Context: an optimization exercise on an open-source flow, tuned for small area. The choices shown serve that exercise and are no tape-out recipe.
In this exercise RTL edits were held to simulation tests only and were not proved equivalent to the original.
The clock port is modelled as an ideal driver; clocking choices that lean on that would not hold on a real chip.
Power is estimated from default activity; no workload was simulated.

// reg_file
module reg_file #(
  parameter int DATA_WIDTH = 64,
  parameter int ADDR_WIDTH = 5,
  parameter int ZERO_REG   = 31
) (
  input  logic                  clk,
  input  logic                  rst_n,
  input  logic [ADDR_WIDTH-1:0] read_reg1,
  input  logic [ADDR_WIDTH-1:0] read_reg2,
  input  logic [ADDR_WIDTH-1:0] write_reg,
  input  logic [DATA_WIDTH-1:0] write_data,
  input  logic                  reg_write,
  output logic [DATA_WIDTH-1:0] read_data1,
  output logic [DATA_WIDTH-1:0] read_data2
);
clock: 10.0 ns
lec_check: 0
cap_margin: 5
core_margin: 2
core_utilization: 40
slew_margin: 5
synth_hierarchical: 1
standard.sh (not shown) runs the stock make flow with config.mk's settings and CLKGATE_MAP_FILE= SYNTH_SCRIPT=/design/flow/synth_recipe.tcl, a recipe that flattens the netlist after the stock synthesis.
==> flow/flow/run.sh <==
#!/bin/bash
# Layout flow: the standard ORFS flow, with smaller port buffers, a clock
# tree with larger sink clusters and the read selector's gates downsized
# after floorplan. Each tool's output goes to a log file in this folder.
here=$(pwd)
export BUFFER_PORTS_ARGS="-buffer_cell sky130_fd_sc_hd__buf_1"
export CTS_ARGS="-sink_clustering_enable -repair_clock_nets -sink_clustering_size 27 -sink_clustering_max_diameter 100 -buf_list sky130_fd_sc_hd__clkbuf_16 -dont_use_dummy_load"
export POST_FLOORPLAN_TCL=$here/flow/post_floorplan.tcl
bash standard.sh > flow_standard.log 2>&1
==> flow/flow/post_floorplan.tcl <==
# After floorplan: return the read selector's AND-OR-invert gates that
# synthesis upsized to the smallest drive strength; each drives one gate input.
set n 0
foreach inst [get_cells *] {
  if { [get_property $inst ref_name] == "sky130_fd_sc_hd__a22oi_2" } {
    replace_cell $inst sky130_fd_sc_hd__a22oi_1
    incr n
  }
}
puts "Downsized $n a22oi_2 cells to a22oi_1"
The baseline passed the timing, DRC and antenna checks.
Then changed:
==> flow/run.sh (new file) <==
#!/bin/bash
# synth_recipe.tcl (not shown) runs the flow's synth.tcl, then flattens the netlist and writes it again
# the make line also repeats each setting of config.mk as NAME=value (left out here)
make -C /OpenROAD-flow-scripts/flow DESIGN_CONFIG=/design/flow/config.mk WORK_HOME=/design/flow/orfs CLKGATE_MAP_FILE= SYNTH_SCRIPT=/design/flow/synth_recipe.tcl finish
- CAP_MARGIN: 5 -> 20
- CORE_UTILIZATION: 40 -> 60
- CTS_BUF_LIST: not set -> sky130_fd_sc_hd__clkbuf_4 sky130_fd_sc_hd__clkbuf_8
- SLEW_MARGIN: 5 -> 20
removed: flow/flow/run.sh
removed: flow/flow/post_floorplan.tcl
removed: flow/standard.sh
After rerunning:
- sequential share of layout area is lower by 3.8 points
- power is higher by about a fifth
- cell count is lower by a few percent
- synthesized cell count stays the same
- area after synthesis stays the same
Then changed:
==> flow/flow/run.sh (new file) <==
#!/bin/bash
# Layout flow: the standard ORFS flow, with smaller port buffers, a clock
# tree with larger sink clusters, and gate downsizing after CTS. Each tool's
# output goes to a log file in this folder.
here=$(pwd)
export BUFFER_PORTS_ARGS="-buffer_cell sky130_fd_sc_hd__buf_1"
export CTS_ARGS="-sink_clustering_enable -repair_clock_nets -sink_clustering_size 25 -sink_clustering_max_diameter 100 -buf_list sky130_fd_sc_hd__clkbuf_16"
export POST_CTS_TCL=$here/flow/post_cts.tcl
bash standard.sh > flow_standard.log 2>&1
==> flow/flow/post_cts.tcl (new file) <==
# After CTS: downsize gates with timing slack, then fix any slew or
# capacitance violation this leaves and legalize the placement again.
log_cmd repair_timing -recover_power 100 -verbose
log_cmd estimate_parasitics -placement
repair_design_helper
log_cmd detailed_placement
log_cmd estimate_parasitics -placement
==> flow/standard.sh (new file) <==
#!/bin/bash
# synth_recipe.tcl (not shown) runs the flow's synth.tcl, then flattens the netlist and writes it again
# the make line also repeats each setting of config.mk as NAME=value (left out here)
make -C /OpenROAD-flow-scripts/flow DESIGN_CONFIG=/design/flow/config.mk WORK_HOME=/design/flow/orfs CLKGATE_MAP_FILE= SYNTH_SCRIPT=/design/flow/synth_recipe.tcl "${@:-finish}"
- CORE_UTILIZATION: 60 -> 40
- CTS_BUF_LIST: sky130_fd_sc_hd__clkbuf_4 sky130_fd_sc_hd__clkbuf_8 -> not set
removed: flow/run.sh
Result: Wire length falls by 4.2%; setup slack gets better by 0.50 ns; design area falls by 3.2%; via count falls by 6.2%; total power falls by 16%; final cell count rises by 6.8%; non-clock buffer count rises by 30; register-to-register slack gets better by 0.03 ns.
Then changed:
==> flow/flow/run.sh (replaced) <==
#!/bin/bash
# Layout flow: the standard ORFS flow, with smaller port buffers, a clock
# tree with larger sink clusters and the read selector's gates downsized
# after floorplan. Each tool's output goes to a log file in this folder.
here=$(pwd)
export BUFFER_PORTS_ARGS="-buffer_cell sky130_fd_sc_hd__buf_1"
export CTS_ARGS="-sink_clustering_enable -repair_clock_nets -sink_clustering_size 25 -sink_clustering_max_diameter 100 -buf_list sky130_fd_sc_hd__clkbuf_16"
export POST_FLOORPLAN_TCL=$here/flow/post_floorplan.tcl
bash standard.sh > flow_standard.log 2>&1
==> flow/flow/post_floorplan.tcl (new file) <==
# After floorplan: return the read selector's AND-OR-invert gates that
# synthesis upsized to the smallest drive strength; each drives one gate input.
set n 0
foreach inst [get_cells *] {
  if { [get_property $inst ref_name] == "sky130_fd_sc_hd__a22oi_2" } {
    replace_cell $inst sky130_fd_sc_hd__a22oi_1
    incr n
  }
}
puts "Downsized $n a22oi_2 cells to a22oi_1"
- PLACE_DENSITY: not set -> 0.75
removed: flow/flow/post_cts.tcl
Outcome:
- The new run ran to the end with no violations
- clock-buffer cell count climbs by 1
- via count climbs by 2.3%
- first-iteration DRC count climbs by 15%
- cell count drops by 0.98%
- die area does not change
- routed wire length drops by 1.7%
- critical path depth climbs by 2
- final area drops by 1.9%
- maximum frequency drops by 1.7%
Then changed:
==> flow/flow/run.sh (replaced) <==
#!/bin/bash
# Layout flow: the standard ORFS flow, with smaller port buffers, a clock
# tree with larger sink clusters, and power recovery (downsizing) after
# global routing. Each tool's output goes to a log file in this folder.
cp standard.sh standard.sh.log
export BUFFER_PORTS_ARGS="-buffer_cell sky130_fd_sc_hd__buf_1"
export CTS_ARGS="-sink_clustering_enable -repair_clock_nets -sink_clustering_size 25 -sink_clustering_max_diameter 100 -buf_list sky130_fd_sc_hd__clkbuf_16"
export RECOVER_POWER=100
bash standard.sh > flow_standard.log 2>&1
- PLACE_DENSITY: 0.75 -> not set
removed: flow/flow/post_floorplan.tcl
This time the run finished but failed the layout checks on capacitance limit, slew limit; combinational power falls by about 2%; sequential cell count is unchanged; global-route usage rises by 0.56 points; synthesized cell count is unchanged; critical path depth falls by 2; routed wire length rises by 1.5%; cell count is about the same; worst hold slack is about the same; die area is unchanged.
Then changed:
==> flow/run.sh (new file) <==
#!/bin/bash
# synth_recipe.tcl (not shown) runs the flow's synth.tcl, then flattens the netlist and writes it again
# the make line also repeats each setting of config.mk as NAME=value (left out here)
make -C /OpenROAD-flow-scripts/flow DESIGN_CONFIG=/design/flow/config.mk WORK_HOME=/design/flow/orfs CLKGATE_MAP_FILE= SYNTH_SCRIPT=/design/flow/synth_recipe.tcl finish
- CORE_UTILIZATION: 40 -> 60
- CTS_BUF_LIST: not set -> sky130_fd_sc_hd__clkbuf_8
- CTS_CLUSTER_SIZE: not set -> 20
removed: flow/flow/run.sh
removed: flow/standard.sh
Now the flow finished with timing, DRC and antenna clean.
Register-to-register slack loses 0.02 ns.
Cell count decreases by a few percent.
Total power increases by about a fifth.
Sequential cell count stays the same.
Design area increases by a few percent.

[port drivers added, routing unchanged]
The results above use ideal ports. As a check the final layouts listed here were re-extracted and re-timed, cells and wires unchanged. Step 1 assumes that a clkbuf_16 drives the clock port and a buf_2 every other input. Step 2, shift: input delay + t, output delay - t, t = (earliest + latest rising clock arrival at the registers) / 2. This alone moves slack from input paths to output paths. Three values: ideal ports, drivers, drivers and shift; two values: the first two.
run	shift t [ns]	setup slack, ns	worst hold slack (ns)	latest minus earliest clock arrival (ns)	worst slew at a driven data input, ns
the first run	0.835	1.451 / 1.408 / 1.408	0.521 / 0.521 / 0.521	0.095 / 0.095	0.17
the second run	1.091	1.095 / 1.072 / 1.072	0.508 / 0.508 / 0.508	0.053 / 0.053	0.19
the third run	0.871	1.592 / 1.553 / 1.553	0.514 / 0.514 / 0.514	0.052 / 0.052	0.19
the fourth run	0.851	1.446 / 1.424 / 1.424	0.514 / 0.514 / 0.514	0.038 / 0.039	0.20
the fifth run	0.866	0.894 / 0.857 / 0.331	0.511 / 0.511 / 0.511	0.037 / 0.036	0.19
the sixth run	1.101	1.059 / 1.036 / 1.036	0.508 / 0.508 / 0.508	0.061 / 0.062	0.18
The setup slack of the fifth run, which loses most, moves by -0.037 ns with the drivers and by -0.563 ns with both steps.
